Context: an optimization exercise on an open-source flow, tuned for small area, a short achievable clock period and few clock cycles per item. The choices shown serve that exercise and are no tape-out recipe.
Power is estimated from default activity; no workload was simulated.

== before ==
==> module bim_div, before the edit <==
module bim_div #(
   parameter int B1 = 5,
   parameter int B  = 9
) (
   input  wire logic        clock,
   input  wire logic        reset,
   input  wire logic        load,
   input  wire logic        consume,
   input  wire logic [35:0] dividend,
   input  wire logic [3:0]  divisor,
   output logic             busy,
   output logic             done,
   output logic [31:0]      quotient
);
   localparam int ITER   = (32 - B1) / B;
   localparam int STEP_W = (ITER > 1) ? $clog2(ITER) : 1;
   function automatic logic [9:0] bit_step(input logic [4:0] ms, input logic [8:0] r,
                                           input logic b);
      logic [8:0] rn;
      logic       rm, qb;
      rn = '0;
      qb = 1'b0;
      for (int j = 0; j < 9; j++) begin
         rm = 1'b0;
         for (int mi = 0; mi < 5; mi++) begin
            if (j < 2*mi + 1) rm = rm | (ms[mi] & r[(j + 2*mi + 1) >> 1]);
         end
         rn[j] = (b == 1'(j & 1)) ? r[j >> 1] : rm;
         for (int mi = 0; mi < 5; mi++) begin
            if (j >= 2*mi + 1) rn[j] = rn[j] & !ms[mi];
         end
      end
      for (int mi = 0; mi < 5; mi++) begin
         for (int i = 0; i < 2*mi + 1; i++) begin
            if (2*i + 32'(b) >= 2*mi + 1) qb = qb | (ms[mi] & r[i]);
         end
      end
      bit_step = {qb, rn};
   endfunction
   logic [31:0]       quo_ff, quo_nx, quo_ld;
   logic [8:0]        rem_ff, rem_nx, rem_ld;
   logic [4:0]        ms_ff, ms_in;
   logic [1:0]        sh_in;
   logic [STEP_W-1:0] step_ff;
   logic              busy_ff, done_ff;
   always_comb begin
      case (divisor)
         4'd2:    begin sh_in = 2'd1; ms_in = 5'b00001; end
         4'd3:    begin sh_in = 2'd0; ms_in = 5'b00010; end
         4'd4:    begin sh_in = 2'd2; ms_in = 5'b00001; end
         4'd5:    begin sh_in = 2'd0; ms_in = 5'b00100; end
         4'd6:    begin sh_in = 2'd1; ms_in = 5'b00010; end
         4'd7:    begin sh_in = 2'd0; ms_in = 5'b01000; end
         4'd8:    begin sh_in = 2'd3; ms_in = 5'b00001; end
         4'd9:    begin sh_in = 2'd0; ms_in = 5'b10000; end
         4'd10:   begin sh_in = 2'd1; ms_in = 5'b00100; end
         default: begin sh_in = 2'd0; ms_in = 5'b00001; end
      endcase
   end
   logic [35:0] sh_sum;
   logic [8:0]  blk_r;
   logic [31:0] blk_q;
   logic [4:0]  blk_ms;
   logic [9:0]  st;
   logic [8:0]  r_at [B+1];
   logic [B-1:0] qb;
   always_comb begin
      sh_sum = dividend >> sh_in;
      for (int i = 0; i < 9; i++) rem_ld[i] = (sh_sum[35:32] == 4'(i));
      blk_ms = load ? ms_in  : ms_ff;
      blk_r  = load ? rem_ld : rem_ff;
      blk_q  = load ? sh_sum[31:0] : quo_ff;
      r_at[0] = blk_r;
      for (int k = 0; k < B; k++) begin
         st          = bit_step(blk_ms, r_at[k], blk_q[31-k]);
         qb[B-1-k]   = st[9];
         r_at[k+1]   = st[8:0];
      end
      quo_ld = {sh_sum[31-B1:0], qb[B-1 -: B1]};
      quo_nx = {quo_ff[31-B:0], qb};
      rem_nx = r_at[B];
   end
   always_ff @(posedge clock) begin
      if (reset) begin
         busy_ff <= 1'b0;
         done_ff <= 1'b0;
         step_ff <= '0;
      end else if (load) begin
         busy_ff <= 1'b1;
         done_ff <= 1'b0;
         step_ff <= '0;
      end else if (busy_ff) begin
         step_ff <= step_ff + 1'b1;
         if (step_ff == STEP_W'(ITER - 1)) begin
            busy_ff <= 1'b0;
            done_ff <= 1'b1;
         end
      end else if (consume) begin
         done_ff <= 1'b0;
      end
   end
   always_ff @(posedge clock) begin
      if (load) begin
         quo_ff  <= quo_ld;
         rem_ff  <= r_at[B1];
         ms_ff   <= ms_in;
      end else if (busy_ff) begin
         quo_ff <= quo_nx;
         rem_ff <= rem_nx;
      end
   end
   assign busy     = busy_ff;
   assign done     = done_ff;
   assign quotient = quo_ff;
endmodule
clock: 6.0 ns
lec_check: 0
abc_area: 1
cap_margin: 5
core_margin: 2
core_utilization: 55
gpl_routability_driven: 0
setup_slack_margin: 0.3
slew_margin: 5
run.sh (not shown) runs the stock make flow with config.mk's settings and CLKGATE_MAP_FILE= SYNTH_SCRIPT=/design/flow/synth_recipe.tcl, a recipe that flattens the netlist after the stock synthesis.
The flow completed for before, but it is not clean: the layout still shows setup timing.
Setup changes, before to after
--- a/flow/design.v
+++ b/flow/design.v
@@ -80,31 +80,30 @@
          4'd10:   begin sh_in = 2'd1; ms_in = 5'b00100; end
          default: begin sh_in = 2'd0; ms_in = 5'b00001; end
       endcase
    end
    logic [35:0] sh_sum;
-   logic [8:0]  blk_r;
-   logic [31:0] blk_q;
-   logic [4:0]  blk_ms;
-   logic [9:0]  st;
-   logic [8:0]  r_at [B+1];
-   logic [B-1:0] qb;
+   logic [9:0]  st_ld, st_nx;
    always_comb begin
       sh_sum = dividend >> sh_in;
+      rem_ld = '0;
       for (int i = 0; i < 9; i++) rem_ld[i] = (sh_sum[35:32] == 4'(i));
-      blk_ms = load ? ms_in  : ms_ff;
-      blk_r  = load ? rem_ld : rem_ff;
-      blk_q  = load ? sh_sum[31:0] : quo_ff;
-      r_at[0] = blk_r;
+      quo_ld = sh_sum[31:0];
+      for (int k = 0; k < B1; k++) begin
+         st_ld     = bit_step(ms_in, rem_ld, quo_ld[31]);
+         quo_ld = {quo_ld[30:0], st_ld[9]};
+         rem_ld = st_ld[8:0];
+      end
+   end
+   always_comb begin
+      rem_nx = rem_ff;
+      quo_nx = quo_ff;
       for (int k = 0; k < B; k++) begin
-         st          = bit_step(blk_ms, r_at[k], blk_q[31-k]);
-         qb[B-1-k]   = st[9];
-         r_at[k+1]   = st[8:0];
+         st_nx     = bit_step(ms_ff, rem_nx, quo_nx[31]);
+         quo_nx = {quo_nx[30:0], st_nx[9]};
+         rem_nx = st_nx[8:0];
       end
-      quo_ld = {sh_sum[31-B1:0], qb[B-1 -: B1]};
-      quo_nx = {quo_ff[31-B:0], qb};
-      rem_nx = r_at[B];
    end
    always_ff @(posedge clock) begin
       if (reset) begin
          busy_ff <= 1'b0;
          done_ff <= 1'b0;
@@ -124,11 +123,11 @@
       end
    end
    always_ff @(posedge clock) begin
       if (load) begin
          quo_ff  <= quo_ld;
-         rem_ff  <= r_at[B1];
+         rem_ff  <= rem_ld;
          ms_ff   <= ms_in;
       end else if (busy_ff) begin
          quo_ff <= quo_nx;
          rem_ff <= rem_nx;
       end
Notes after the runs:
Across after and before, no clean finish was achieved. The final report for after shows a completed flow and a layout that fails verification, specifically setup timing. The higher multi-input combinational cell area came out of before. Post-route non-filler standard cell count: after vs before down 1.5%. Synthesis-to-layout area growth in after vs before: down 14 points. Looking at initial antenna violation count, after sits 3 below before. Looking at after and before, the clock skew is a wash. [compare] base=before new=after: minimum clock period after layout down 320 ps; wire length after detailed routing saw a decrease; post-cts sizing count lost about 66%; headroom to the max-slew limit picked up an extra 1.1 points. In after the fraction of power spent switching nets turned out 2.5 points lower than in before. Final design instance area without fill: after and before compared, lower one is after.
Function was not checked in any run of this note: the RTL went through the layout flow alone.

==> port drivers added, routing unchanged <==
In the flow no input, the clock included, has a driving cell. The finished layouts below were timed again as built, in two steps.
Step 1: set_driving_cell puts a clkbuf_16 on clock and a buf_2 on each other input, an assumption about the parent block.
Step 2 moves the port delays by t, midway between the first and last clock arrival at a register: inputs arrive t later, outputs are due t later. That takes back most of the time a late clock gives input paths.
Three values: ideal, step 1, step 2; two values: the first two.
run	t (ns)	setup WS [ns]	hold WS [ns]	clock arrival spread, ns	cell pins on the clock port's net
before	0.690	-0.632 / -0.700 / -0.862	0.407 / 0.407 / 0.407	0.028 / 0.028	1
after	0.681	-0.311 / -0.378 / -0.028	0.408 / 0.408 / 0.408	0.024 / 0.024	1
The setup slack of before, which loses most, moves by -0.068 ns with the drivers and by -0.230 ns with both steps.
